What follows belongs to an exercise in optimizing a design on an open flow for small area, a short achievable clock period and few clock cycles; a production flow would make more cautious choices.
Only simulation tests tie the RTL to the original design; equivalence was not proved.
Power is estimated from default activity; no workload was simulated.

`config.mk`:
```
export PLATFORM = sky130hd
export DESIGN_NAME = memory_functional_unit
export DESIGN_NICKNAME = memory_functional_unit
export VERILOG_FILES = /design/flow/design.v
export SDC_FILE = /design/flow/constraint.sdc
export NUM_CORES = 4
export LEC_CHECK = 0
export CAP_MARGIN = 20
export CORE_MARGIN = 2
export CORE_UTILIZATION = 40
export SETUP_SLACK_MARGIN = 0.2
export SLEW_MARGIN = 20
```
`constraint.sdc`:
```
create_clock -name core_clock -period 7.0 [get_ports {clk}]
set_input_delay 1.4000 -clock core_clock [delete_from_list [all_inputs] [get_ports {clk}]]
set_output_delay 1.4000 -clock core_clock [all_outputs]
set_load 0.01 [all_outputs]
```
`design.v`:
```
package mfu_pkg;
   localparam int DATA_W   = 32;
   localparam int RSV_ID_W = 4;
   localparam int INSTR_W  = 5;
   localparam logic [INSTR_W-1:0] I_LOAD   = 5'h08;
   localparam logic [INSTR_W-1:0] I_LOADB  = 5'h09;    
   localparam logic [INSTR_W-1:0] I_LOADR  = 5'h0a;
   localparam logic [INSTR_W-1:0] I_INPUT  = 5'h0b;    
   localparam logic [INSTR_W-1:0] I_STORE  = 5'h0c;
   localparam logic [INSTR_W-1:0] I_STOREB = 5'h0d;
   localparam logic [INSTR_W-1:0] I_STORER = 5'h0e;
   localparam logic [INSTR_W-1:0] I_OUTPUT = 5'h0f;
   localparam int SB_DEPTH   = 4;
   localparam int SB_PTR_W   = 2;
   localparam int OS_DEPTH   = 4;
   localparam int OS_PTR_W   = 2;
   localparam int AQ_DEPTH_W = 2;
   localparam int CDB_W    = RSV_ID_W + DATA_W;                    
   localparam int OPND_W   = RSV_ID_W + DATA_W + 1;                
   localparam int ISSUE_W  = RSV_ID_W + INSTR_W + 3 * OPND_W;      
   localparam int AENT_W   = RSV_ID_W + INSTR_W + DATA_W;          
   localparam int COMMIT_W = RSV_ID_W + 1;                         
   localparam int MREQ_W   = RSV_ID_W + INSTR_W + 2 * DATA_W;      
   function automatic logic is_store(input logic [INSTR_W-1:0] op);
      is_store = (op == I_STORE) || (op == I_STOREB) || (op == I_STORER) || (op == I_OUTPUT);
   endfunction
   function automatic logic is_load(input logic [INSTR_W-1:0] op);
      is_load = (op == I_LOAD) || (op == I_LOADB) || (op == I_LOADR) || (op == I_INPUT);
   endfunction
   function automatic logic is_minus(input logic [INSTR_W-1:0] op);
      is_minus = (op == I_LOADB) || (op == I_STOREB);
   endfunction
   function automatic logic [OPND_W-1:0] capture(input logic [OPND_W-1:0] op,
                                                 input logic [CDB_W-1:0] cdb,
                                                 input logic cdb_valid);
      capture = op;
      if (cdb_valid && !op[0] && op[OPND_W-1 -: RSV_ID_W] == cdb[CDB_W-1 -: RSV_ID_W]) begin
         capture = {op[OPND_W-1 -: RSV_ID_W], cdb[DATA_W-1:0], 1'b1};
      end
   endfunction
endpackage
module fifo #(
   parameter int WIDTH   = 32,
   parameter int DEPTH_W = 2
) (
   input  logic             clk,
   input  logic             nrst,
   input  logic [WIDTH-1:0] i_data,
   input  logic             i_valid,
   output logic             o_ready,
   output logic [WIDTH-1:0] o_data,
   output logic             o_valid,
   input  logic             i_ready
);
   logic [WIDTH-1:0] mem [0:2**DEPTH_W-1];
   logic [DEPTH_W:0] wr_ptr;
   logic [DEPTH_W:0] rd_ptr;
   logic [DEPTH_W:0] used;
   assign used    = wr_ptr - rd_ptr;
   assign o_ready = !used[DEPTH_W];      
   assign o_valid = (used != '0);
   assign o_data  = mem[rd_ptr[DEPTH_W-1:0]];
   always_ff @(posedge clk) begin
      if (i_valid && o_ready) begin
         mem[wr_ptr[DEPTH_W-1:0]] <= i_data;
      end
   end
   always_ff @(posedge clk) begin
      if (nrst) begin
         wr_ptr <= '0;
         rd_ptr <= '0;
      end else begin
         if (i_valid && o_ready) begin
            wr_ptr <= wr_ptr + 1'b1;
         end
         if (o_valid && i_ready) begin
            rd_ptr <= rd_ptr + 1'b1;
         end
      end
   end
endmodule
module operand_station (
   input  logic                         clk,
   input  logic                         nrst,
   input  logic [mfu_pkg::ISSUE_W-1:0]  i_issue,
   input  logic                         i_issue_valid,
   input  logic [mfu_pkg::CDB_W-1:0]    i_cdb,
   input  logic                         i_cdb_valid,
   input  logic                         i_ready,
   output logic                         o_issue_ready,
   output logic [mfu_pkg::ISSUE_W-1:0]  o_disp,
   output logic                         o_valid
);
   localparam int OW = mfu_pkg::OPND_W;
   localparam int NW = mfu_pkg::RSV_ID_W + mfu_pkg::INSTR_W;
   logic [NW-1:0]                     slot_id   [0:mfu_pkg::OS_DEPTH-1];
   logic [OW-1:0]                     slot_base [0:mfu_pkg::OS_DEPTH-1];
   logic [OW-1:0]                     slot_off  [0:mfu_pkg::OS_DEPTH-1];
   logic [OW-1:0]                     slot_data [0:mfu_pkg::OS_DEPTH-1];
   logic [OW-1:0]                     head_base;
   logic [OW-1:0]                     head_off;
   logic [mfu_pkg::OS_PTR_W-1:0]      head;
   logic [mfu_pkg::OS_PTR_W-1:0]      tail;
   logic [mfu_pkg::OS_PTR_W:0]        count;
   logic                              active;      
   logic                              push;
   logic                              pop;
   assign o_issue_ready = active && (count != mfu_pkg::OS_DEPTH);
   assign push          = i_issue_valid && o_issue_ready;
   assign head_base = slot_base[head];
   assign head_off  = slot_off[head];
   assign o_disp    = {slot_id[head], head_base, head_off, slot_data[head]};
   assign o_valid   = (count != '0) && head_base[0] && head_off[0];
   assign pop       = o_valid && i_ready;
   always_ff @(posedge clk) begin
      if (nrst) begin
         active <= 1'b0;
         head   <= '0;
         tail   <= '0;
         count  <= '0;
      end else begin
         active <= 1'b1;
         for (int i = 0; i < mfu_pkg::OS_DEPTH; i++) begin
            slot_base[i] <= mfu_pkg::capture(slot_base[i], i_cdb, i_cdb_valid);
            slot_off[i]  <= mfu_pkg::capture(slot_off[i], i_cdb, i_cdb_valid);
            slot_data[i] <= mfu_pkg::capture(slot_data[i], i_cdb, i_cdb_valid);
         end
         if (push) begin
            slot_id[tail]   <= i_issue[mfu_pkg::ISSUE_W-1 -: NW];
            slot_base[tail] <= mfu_pkg::capture(i_issue[3*OW-1 -: OW], i_cdb, i_cdb_valid);
            slot_off[tail]  <= mfu_pkg::capture(i_issue[2*OW-1 -: OW], i_cdb, i_cdb_valid);
            slot_data[tail] <= mfu_pkg::capture(i_issue[OW-1 -: OW], i_cdb, i_cdb_valid);
            tail            <= tail + 1'b1;
         end
         if (pop) begin
            head <= head + 1'b1;
         end
         count <= count + push - pop;
      end
   end
endmodule
module address_unit (
   input  logic                         clk,
   input  logic                         nrst,
   input  logic [mfu_pkg::ISSUE_W-1:0]  i_disp,
   input  logic                         i_valid,
   input  logic                         i_head_ready,
   output logic                         o_ready,
   output logic [mfu_pkg::AENT_W-1:0]   o_head,
   output logic                         o_head_valid
);
   localparam int OW = mfu_pkg::OPND_W;
   localparam int NW = mfu_pkg::RSV_ID_W + mfu_pkg::INSTR_W;
   logic [mfu_pkg::INSTR_W-1:0] opcode;
   logic [mfu_pkg::DATA_W-1:0]  base;
   logic [mfu_pkg::DATA_W-1:0]  offset;
   logic [mfu_pkg::DATA_W-1:0]  addr;
   logic [mfu_pkg::AENT_W-1:0]  entry;
   assign opcode = i_disp[mfu_pkg::ISSUE_W-mfu_pkg::RSV_ID_W-1 -: mfu_pkg::INSTR_W];
   assign base   = i_disp[3*OW-1-mfu_pkg::RSV_ID_W -: mfu_pkg::DATA_W];
   assign offset = i_disp[2*OW-1-mfu_pkg::RSV_ID_W -: mfu_pkg::DATA_W];
   always_comb begin
      if (mfu_pkg::is_minus(opcode)) begin
         addr = base - offset;
      end else begin
         addr = base + offset;
      end
   end
   assign entry = {i_disp[mfu_pkg::ISSUE_W-1 -: NW], addr};
   fifo #(
      .WIDTH   (mfu_pkg::AENT_W),
      .DEPTH_W (mfu_pkg::AQ_DEPTH_W)
   ) address_queue (
      .clk     (clk),
      .nrst    (nrst),
      .i_data  (entry),
      .i_valid (i_valid),
      .o_ready (o_ready),
      .o_data  (o_head),
      .o_valid (o_head_valid),
      .i_ready (i_head_ready)
   );
endmodule
module store_buffer (
   input  logic                         clk,
   input  logic                         nrst,
   input  logic [mfu_pkg::ISSUE_W-1:0]  i_push,
   input  logic                         i_push_valid,
   input  logic [mfu_pkg::CDB_W-1:0]    i_cdb,
   input  logic                         i_cdb_valid,
   input  logic [mfu_pkg::AENT_W-1:0]   i_addr,
   input  logic                         i_addr_write,
   input  logic [mfu_pkg::COMMIT_W-1:0] i_commit,
   input  logic                         i_commit_valid,
   input  logic                         i_pop,
   output logic                         o_full,
   output logic                         o_hit,
   output logic                         o_hit_ready,
   output logic [mfu_pkg::DATA_W-1:0]   o_hit_data,
   output logic                         o_unresolved,
   output logic [mfu_pkg::MREQ_W-1:0]   o_head,
   output logic                         o_head_ready,
   output logic                         o_head_drop
);
   localparam int OW = mfu_pkg::OPND_W;
   localparam int DW = mfu_pkg::DATA_W;
   localparam int RW = mfu_pkg::RSV_ID_W;
   localparam int IW = mfu_pkg::INSTR_W;
   localparam int N  = mfu_pkg::SB_DEPTH;
   logic          sb_valid      [0:N-1];
   logic [RW-1:0] sb_rob_id     [0:N-1];
   logic [IW-1:0] sb_opcode     [0:N-1];
   logic [OW-1:0] sb_data       [0:N-1];    
   logic [DW-1:0] sb_addr       [0:N-1];
   logic          sb_addr_ready [0:N-1];
   logic          sb_committed  [0:N-1];
   logic          sb_invalidate [0:N-1];
   logic          sb_override   [0:N-1];    
   logic [mfu_pkg::SB_PTR_W-1:0] head;
   logic [mfu_pkg::SB_PTR_W-1:0] tail;
   logic                         pop;
   logic [OW-1:0]                head_data;
   logic [RW-1:0]                addr_rob_id;
   logic [DW-1:0]                addr_value;
   logic [RW-1:0]                commit_rob_id;
   assign addr_rob_id   = i_addr[mfu_pkg::AENT_W-1 -: RW];
   assign addr_value    = i_addr[DW-1:0];
   assign commit_rob_id = i_commit[mfu_pkg::COMMIT_W-1 -: RW];
   assign head_data    = sb_data[head];
   assign o_full       = sb_valid[tail];    
   assign o_head_drop  = sb_valid[head] && sb_committed[head] && sb_invalidate[head];
   assign o_head_ready = sb_valid[head] && sb_committed[head] && !sb_invalidate[head]
                         && sb_addr_ready[head] && head_data[0];
   assign o_head       = {sb_rob_id[head], sb_opcode[head], sb_addr[head], head_data[DW:1]};
   assign pop          = i_pop || o_head_drop;
   always_comb begin
      logic [mfu_pkg::SB_PTR_W-1:0] k;
      logic [OW-1:0]                d;
      logic                         gap;
      o_hit        = 1'b0;
      o_hit_ready  = 1'b0;
      o_hit_data   = '0;
      o_unresolved = 1'b0;
      gap          = 1'b0;
      for (int i = 0; i < N; i++) begin
         k = head + i[mfu_pkg::SB_PTR_W-1:0];
         d = sb_data[k];
         if (sb_valid[k] && !sb_addr_ready[k]) begin
            gap = 1'b1;
         end else if (sb_valid[k] && gap) begin
            o_unresolved = 1'b1;    
         end
         if (sb_valid[k] && sb_addr_ready[k] && !sb_override[k] && !sb_invalidate[k]
             && sb_addr[k] == addr_value) begin
            o_hit       = 1'b1;
            o_hit_ready = d[0];
            o_hit_data  = d[DW:1];
         end
      end
   end
   always_ff @(posedge clk) begin
      if (nrst) begin
         head <= '0;
         tail <= '0;
         for (int i = 0; i < N; i++) begin
            sb_valid[i] <= 1'b0;
         end
      end else begin
         for (int i = 0; i < N; i++) begin
            sb_data[i] <= mfu_pkg::capture(sb_data[i], i_cdb, i_cdb_valid);
            if (i_addr_write && sb_valid[i]) begin
               if (sb_rob_id[i] == addr_rob_id) begin
                  sb_addr[i]       <= addr_value;
                  sb_addr_ready[i] <= 1'b1;
               end else if (sb_addr_ready[i] && sb_addr[i] == addr_value) begin
                  sb_override[i] <= 1'b1;
               end
            end
            if (i_commit_valid && sb_valid[i] && sb_rob_id[i] == commit_rob_id) begin
               sb_committed[i]  <= 1'b1;
               sb_invalidate[i] <= i_commit[0];
            end
         end
         if (i_push_valid) begin
            sb_valid[tail]      <= 1'b1;
            sb_rob_id[tail]     <= i_push[mfu_pkg::ISSUE_W-1 -: RW];
            sb_opcode[tail]     <= i_push[mfu_pkg::ISSUE_W-RW-1 -: IW];
            sb_data[tail]       <= mfu_pkg::capture(i_push[OW-1:0], i_cdb, i_cdb_valid);
            sb_addr[tail]       <= '0;
            sb_addr_ready[tail] <= 1'b0;
            sb_committed[tail]  <= 1'b0;
            sb_invalidate[tail] <= 1'b0;
            sb_override[tail]   <= 1'b0;
            tail                <= tail + 1'b1;
         end
         if (pop) begin
            sb_valid[head] <= 1'b0;
            head           <= head + 1'b1;
         end
      end
   end
endmodule
module load_store_select (
   input  logic                         clk,
   input  logic                         nrst,
   input  logic [mfu_pkg::AENT_W-1:0]   i_head,
   input  logic                         i_head_valid,
   input  logic                         i_hit,
   input  logic                         i_hit_ready,
   input  logic [mfu_pkg::DATA_W-1:0]   i_hit_data,
   input  logic                         i_unresolved,
   input  logic [mfu_pkg::MREQ_W-1:0]   i_sb_head,
   input  logic                         i_sb_head_ready,
   input  logic                         i_cdb_ready,
   input  logic                         i_mem_ready,
   output logic                         o_head_pop,
   output logic                         o_addr_write,
   output logic                         o_sb_pop,
   output logic [mfu_pkg::CDB_W-1:0]    o_cdb,
   output logic                         o_cdb_valid,
   output logic [mfu_pkg::MREQ_W-1:0]   o_mem,
   output logic                         o_mem_valid
);
   localparam int RW = mfu_pkg::RSV_ID_W;
   logic [mfu_pkg::INSTR_W-1:0] head_opcode;
   logic head_load;
   logic head_store;
   logic fwd;
   logic to_mem;
   logic sel_sb;
   logic sb_held;    
   assign head_opcode = i_head[mfu_pkg::AENT_W-RW-1 -: mfu_pkg::INSTR_W];
   assign head_load   = i_head_valid && mfu_pkg::is_load(head_opcode);
   assign head_store  = i_head_valid && mfu_pkg::is_store(head_opcode);
   assign fwd    = head_load && i_hit && i_hit_ready && !i_unresolved && !sb_held;
   assign to_mem = head_load && !i_hit && !i_unresolved && !sb_held;
   assign sel_sb = i_sb_head_ready && (sb_held || (!to_mem && !fwd));
   assign o_addr_write = head_store;    
   assign o_head_pop   = head_store || (fwd && i_cdb_ready) || (to_mem && i_mem_ready);
   assign o_sb_pop     = sel_sb && i_mem_ready;
   assign o_cdb_valid = fwd;
   assign o_cdb       = {i_head[mfu_pkg::AENT_W-1 -: RW], i_hit_data};
   assign o_mem_valid = to_mem || sel_sb;
   always_comb begin
      if (to_mem) begin
         o_mem = {i_head, {mfu_pkg::DATA_W{1'b0}}};
      end else begin
         o_mem = i_sb_head;
      end
   end
   always_ff @(posedge clk) begin
      if (nrst) begin
         sb_held <= 1'b0;
      end else begin
         sb_held <= sel_sb && !i_mem_ready;
      end
   end
endmodule
module memory_functional_unit (
   input  logic                         clk,
   input  logic                         nrst,
   input  logic [119:0]                 i_issue,
   input  logic                         i_issue_valid,
   output logic                         o_issue_ready,
   input  logic [35:0]                  i_cdb,
   input  logic                         i_cdb_valid,
   input  logic [4:0]                   i_commit,
   input  logic                         i_commit_valid,
   output logic [35:0]                  o_cdb,
   output logic                         o_cdb_valid,
   input  logic                         i_cdb_ready,
   output logic [72:0]                  o_mem,
   output logic                         o_mem_valid,
   input  logic                         i_mem_ready
);
   logic [mfu_pkg::ISSUE_W-1:0] disp;
   logic              disp_valid;
   logic              au_ready;
   logic              os_ready;
   logic [mfu_pkg::AENT_W-1:0]  q_head;
   logic              q_head_valid;
   logic              q_pop;
   logic              addr_write;
   logic              sb_full;
   logic              sb_push_valid;
   logic              hit;
   logic              hit_ready;
   logic [mfu_pkg::DATA_W-1:0]  hit_data;
   logic              unresolved;
   logic [mfu_pkg::MREQ_W-1:0]  sb_head;
   logic              sb_head_ready;
   logic              sb_drop;
   logic              sb_pop;
   assign o_issue_ready = os_ready && !sb_full;
   assign sb_push_valid = i_issue_valid && o_issue_ready && mfu_pkg::is_store(i_issue[mfu_pkg::ISSUE_W-mfu_pkg::RSV_ID_W-1 -: mfu_pkg::INSTR_W]);
   operand_station u_station (
      .clk           (clk),
      .nrst          (nrst),
      .i_issue       (i_issue),
      .i_issue_valid (i_issue_valid && !sb_full),
      .i_cdb         (i_cdb),
      .i_cdb_valid   (i_cdb_valid),
      .i_ready       (au_ready),
      .o_issue_ready (os_ready),
      .o_disp        (disp),
      .o_valid       (disp_valid)
   );
   address_unit u_addr (
      .clk          (clk),
      .nrst         (nrst),
      .i_disp       (disp),
      .i_valid      (disp_valid),
      .i_head_ready (q_pop),
      .o_ready      (au_ready),
      .o_head       (q_head),
      .o_head_valid (q_head_valid)
   );
   store_buffer u_sbuf (
      .clk            (clk),
      .nrst           (nrst),
      .i_push         (i_issue),
      .i_push_valid   (sb_push_valid),
      .i_cdb          (i_cdb),
      .i_cdb_valid    (i_cdb_valid),
      .i_addr         (q_head),
      .i_addr_write   (addr_write),
      .i_commit       (i_commit),
      .i_commit_valid (i_commit_valid),
      .i_pop          (sb_pop),
      .o_full         (sb_full),
      .o_hit          (hit),
      .o_hit_ready    (hit_ready),
      .o_hit_data     (hit_data),
      .o_unresolved   (unresolved),
      .o_head         (sb_head),
      .o_head_ready   (sb_head_ready),
      .o_head_drop    (sb_drop)
   );
   load_store_select u_select (
      .clk             (clk),
      .nrst            (nrst),
      .i_head          (q_head),
      .i_head_valid    (q_head_valid),
      .i_hit           (hit),
      .i_hit_ready     (hit_ready),
      .i_hit_data      (hit_data),
      .i_unresolved    (unresolved),
      .i_sb_head       (sb_head),
      .i_sb_head_ready (sb_head_ready),
      .i_cdb_ready     (i_cdb_ready),
      .i_mem_ready     (i_mem_ready),
      .o_head_pop      (q_pop),
      .o_addr_write    (addr_write),
      .o_sb_pop        (sb_pop),
      .o_cdb           (o_cdb),
      .o_cdb_valid     (o_cdb_valid),
      .o_mem           (o_mem),
      .o_mem_valid     (o_mem_valid)
   );
endmodule
```
`run.sh`:
```
#!/bin/bash
# synth_recipe.tcl (not shown) runs the flow's synth.tcl, then flattens the netlist and writes it again
# the make line also repeats each setting of config.mk as NAME=value (left out here)
make -C /OpenROAD-flow-scripts/flow DESIGN_CONFIG=/design/flow/config.mk WORK_HOME=/design/flow/orfs CLKGATE_MAP_FILE= SYNTH_SCRIPT=/design/flow/synth_recipe.tcl finish
```
==> impl_metrics.csv <==
group,metric,value,unit
run_status,status,"complete, no violations",
setup_path,r2r_slack,0.84,ns
power_and_ir_drop,ir_drop,0.0001941,V
setup_path,r2r_cells,18,
sta,rsz0062_at_grt,"no",
power_and_ir_drop,clock_power_share,0.291,
power_and_ir_drop,sw_frac_of_total,0.3549,
setup_path,crit_path_end_kind,"output port",
floorplan,dieHeight,355.3,µm
detailed_routing,drt-total-wl,159600,µm
finish,post_route_cells_drive_above_1_share,0.2708,
synth,synth_seq_cells,855,
sta,fin_crit,6.704,ns
power_and_ir_drop,power_leakage,0.01884,µW
synth,yosys.area.top_type_share,0.4136,
clock_tree,clkTransAtPathRegs,0.06,ns
global_routing,gr-total-overflow,0,
sta,whs,0.4691,ns
setup_path,cp_data_required_time,5.60,ns
floorplan,start_util,0.4040,
clock_tree,cts_buffer_depth,3,
sta,report.final.hold_viol_count,0,
sta,setup_slack,0.2958,ns
run,drv_cap,0,
detailed_routing,dr.pass1.iters,6,
detailed_routing,ant_nets,0,
global_routing,grt_pass1_vias,32863,
global_routing,grt_use_total,0.2468,
sta,finClkSkew,0.05622,ns
synth,yosys_most_used_dff,"edfxtp_1",
placement,preCtsSetupSlack,0.8074,ns
placement,gp_congestion,1.019,
setup_path,worst-setup-path-type,"flop to output port",
finish,final_util,0.4724,
finish,seqCellArea,0.02395,mm²
sta,setup_viol,0,
sta,drv_slew,0,
synth,synth_edf_count,680,
clock_tree,cts_root_buffer,"clkbuf_16",
finish,fill_cells,10814,
placement,io_buffers,279,
synth,synth.avg_cell_area,13.34,µm²
hold_path,worstHoldPathType,"flop to flop",
hold_path,hold_end,"u_sbuf.sb_committed[1]",
detailed_routing,vias,32975,
synth,yosys_warnings,6,
setup_path,r2r-end,"u_addr.address_queue.mem[2][28]",
synth,synth.area.top_cells,"edfxtp_1, mux4_2, mux2_2, dfxtp_1, xnor2_1",
floorplan,core_area,0.1222,mm²
synth,synth-async-reset-ratio,0,
sta,max_slew_margin,0.3397,
setup_path,cp.arrival,5.30,ns
clock_tree,numClockSinks,855,
finish,multiInputGateArea,0.02437,mm²
finish,fin_nets,4140,
detailed_routing,wl_per_cell,28.36,µm
detailed_routing,via_per_inst,5.861,
clock_tree,htreeDepth,3,
setup_path,critPathMaxFanout,17,
synth,synth_largest_area_cell,"edfxtp_1",
global_routing,grt_pass1_wl,229900,µm
detailed_routing,drt_iter0_drc,2940,
floorplan,io_pins,280,
floorplan,design.die.area,0.1262,mm²
power_and_ir_drop,power_density,312.2,mW/mm²
synth,syn_area,0.04936,mm²
clock_tree,numCtsBuffers,95,
finish,syn_to_final_growth,16.93,%
synth,syn_inst,3700,
sta,tns,0,ns
detailed_routing,drc,0,
power_and_ir_drop,seq_power_share,0.352,
synth,yosysSeqAreaShare,0.4846,
floorplan,fp.dieW,355.3,µm
global_routing,antenna_found_initial,14,
power_and_ir_drop,p_sw,6395,µW
floorplan,row_count,128,
power_and_ir_drop,intPower,11630,µW
sta,max_freq,149.2,MHz
synth,synth_cell_type_count,83,
clock_tree,clkLatencyLatePin,0.70,ns
power_and_ir_drop,p_comb_frac,0.356,
hold_path,whs_path_depth,2,
clock_tree,postCtsHoldBufs,0,
setup_path,worstSetupStartpointType,"flop",
placement,hpwlAfterDp,109100,µm
synth,syn-num-nets,3923,
sta,worst_pin_slew,0.9881,ns
global_routing,grt_max_degree,98,
clock_tree,cts_tree,"built",
sta,period_share,0.9577,
hold_path,hold_start,"u_sbuf.sb_committed[1]",
## cell families after synthesis
family / synth area share
AOI/OAI and AO/OA: 0.03363
xor gates and xnor gates: 0.07338
adders and majority gates: 0.01440
and+or+nand+nor: 0.08123
DFF: 0.4846
buffers and inverters: 0.02839
muxes: 0.2844
## state kept, by name, summed over array words and instances (netlist names), 16 cells and up, named ones only
register and flops:
u_sbuf.sb_opcode 20, u_addr.address_queue.mem 164, u_station.slot_base 148, u_station.slot_off 148
u_sbuf.sb_data 148, u_sbuf.sb_rob_id 16, u_station.slot_id 36, u_sbuf.sb_addr 128
## stage by stage
step | area [µm²] | total power [µW] | cells
after floorplan | 49360 | 10350 | 3700
after global placement | 54040 | 12580 | 5408
after detailed placement | 54040 | 12610 | 5408
after CTS | 57410 | 17940 | 5597
after global routing | 57720 | 18640 | 5624
final | 57720 | 18020 | 5626
## metal layers
layer | vias up | track usage | share of wire
li1 | 14508 | - | -
met1 | 16973 | 0.3148 | 0.40
met2 | 1207 | 0.4300 | 0.50
met3 | 273 | 0.03687 | 0.060
met4 | 14 | 0.07941 | 0.035
met5 | - | 0 | 0.00055
## synth_stat cells, types with 4 or more instances
cell,n
a211o_1,5
a211oi_1,7
a21o_1,12
a21oi_1,150
a31oi_1,9
and2_1,44
and3_1,8
buf_1,31
buf_2,47
buf_4,10
buf_6,6
clkbuf_1,187
dfxtp_1,175
edfxtp_1,680
ha_1,52
inv_1,42
mux2_2,419
mux2i_1,202
mux4_1,6
mux4_2,317
nand2_1,169
nand2b_1,5
nand3_1,69
nand4_1,52
nor2_1,339
nor2b_1,14
nor3_1,23
nor3b_1,4
nor4_1,44
nor4b_1,13
nor4bb_1,5
o21a_1,4
o21ai_0,46
o41ai_1,12
or2_2,4
or3_1,8
or4_1,8
xnor2_1,280
xor2_1,131
## timing repair
action / CTS / global route
setup buffers: 14 / 19
gates cloned: 0 / 4
endpoints found under the setup margin: 72 / 79
resized for setup: 4 / 6
pin swaps: 3 / 3
## layout make-up
type	instances	share of cell area
tap	1625	0.03522
timing repair buffer	402	0.06828
inverter	44	0.002948
multi-input combinational	2519	0.4221
antenna	6	0.0002601
sequential	855	0.4149
clock inverter	59	0.01268
clock buffer	116	0.04361
## worst max path at each step
stage / startpoint / endpoint / slack, ns
global placement: u_sbuf.head[0] / o_cdb_valid / 0.79
detailed placement: u_sbuf.head[0] / o_cdb_valid / 0.81
floorplan: u_sbuf.head[1] / o_cdb_valid / 0.61
finish: u_sbuf.head[0] / o_mem_valid / 0.30
global route: flop / o_mem_valid / 0.18
CTS: flop / o_cdb[23] / 0.21
## worst max-delay path, stage by stage (launching register included)
cell and delay, ns:
dfxtp_4 0.41, clkinv_1 0.13, ha_4 0.32, buf_12 0.14, buf_12 0.16, buf_4 0.21
mux4_2 0.32, xor2_1 0.21, nor4_1 0.50, nand4_1 0.32, nor4_1 0.34, o221ai_1 0.21
a21oi_2 0.43, nand2_1 0.15, nand2_1 0.16, clkdlybuf4s50_1 0.56
## power by group through the flow
| stage | Sequential [µW] | Combinational [µW] | Clock (µW) |
|---|---|---|---|
| finish | 6350 | 6420 | 5250 |
| global route | 6380 | 6760 | 5510 |
| CTS | 6350 | 6260 | 5330 |
| detailed placement | 6460 | 6150 | 0 |
| global placement | 6440 | 6130 | 0 |
| floorplan | 6370 | 3970 | 0 |
## cell usage in the layout, fill, tap and decap left out, drive strengths merged, types with 119 or more instances in the layout
master,count
edfxtp,680
mux2,419
nor2,340
mux4,324
xnor2,280
clkdlybuf4s50,279
mux2i,202
dfxtp,175
nand2,169
a21oi,151
xor2,131
buf,120
clkbuf,119
Testbench counts, summed over its fixed seeds: cycles 6,687.

afterwards: timing with drivers on the ports:
No port has a modelled driver above. Below, the same layout with a new extraction and two added sets of constraints. Step 1 sets driving cells, clkbuf_16 on the clock port and buf_2 on the other inputs (assumed; they add their load-dependent delay and slew). Step 2 adds t to the input delays and takes it off the output delays; t is the mean of the earliest and latest rising clock arrival at the registers after step 1. Input paths then give back, and output paths get back, about the clock's delay inside the block. Slacks: no drivers / after step 1 / after step 2; pairs: no drivers / after step 1.
t (ns): 0.760
slack for setup (ns): 0.296 / 0.213 / 0.840
worst hold slack (ns): 0.469 / 0.469 / 0.469
After both steps this run still meets setup and hold. The setup slack of this run moves by -0.083 ns with the drivers and by +0.544 ns with both steps.
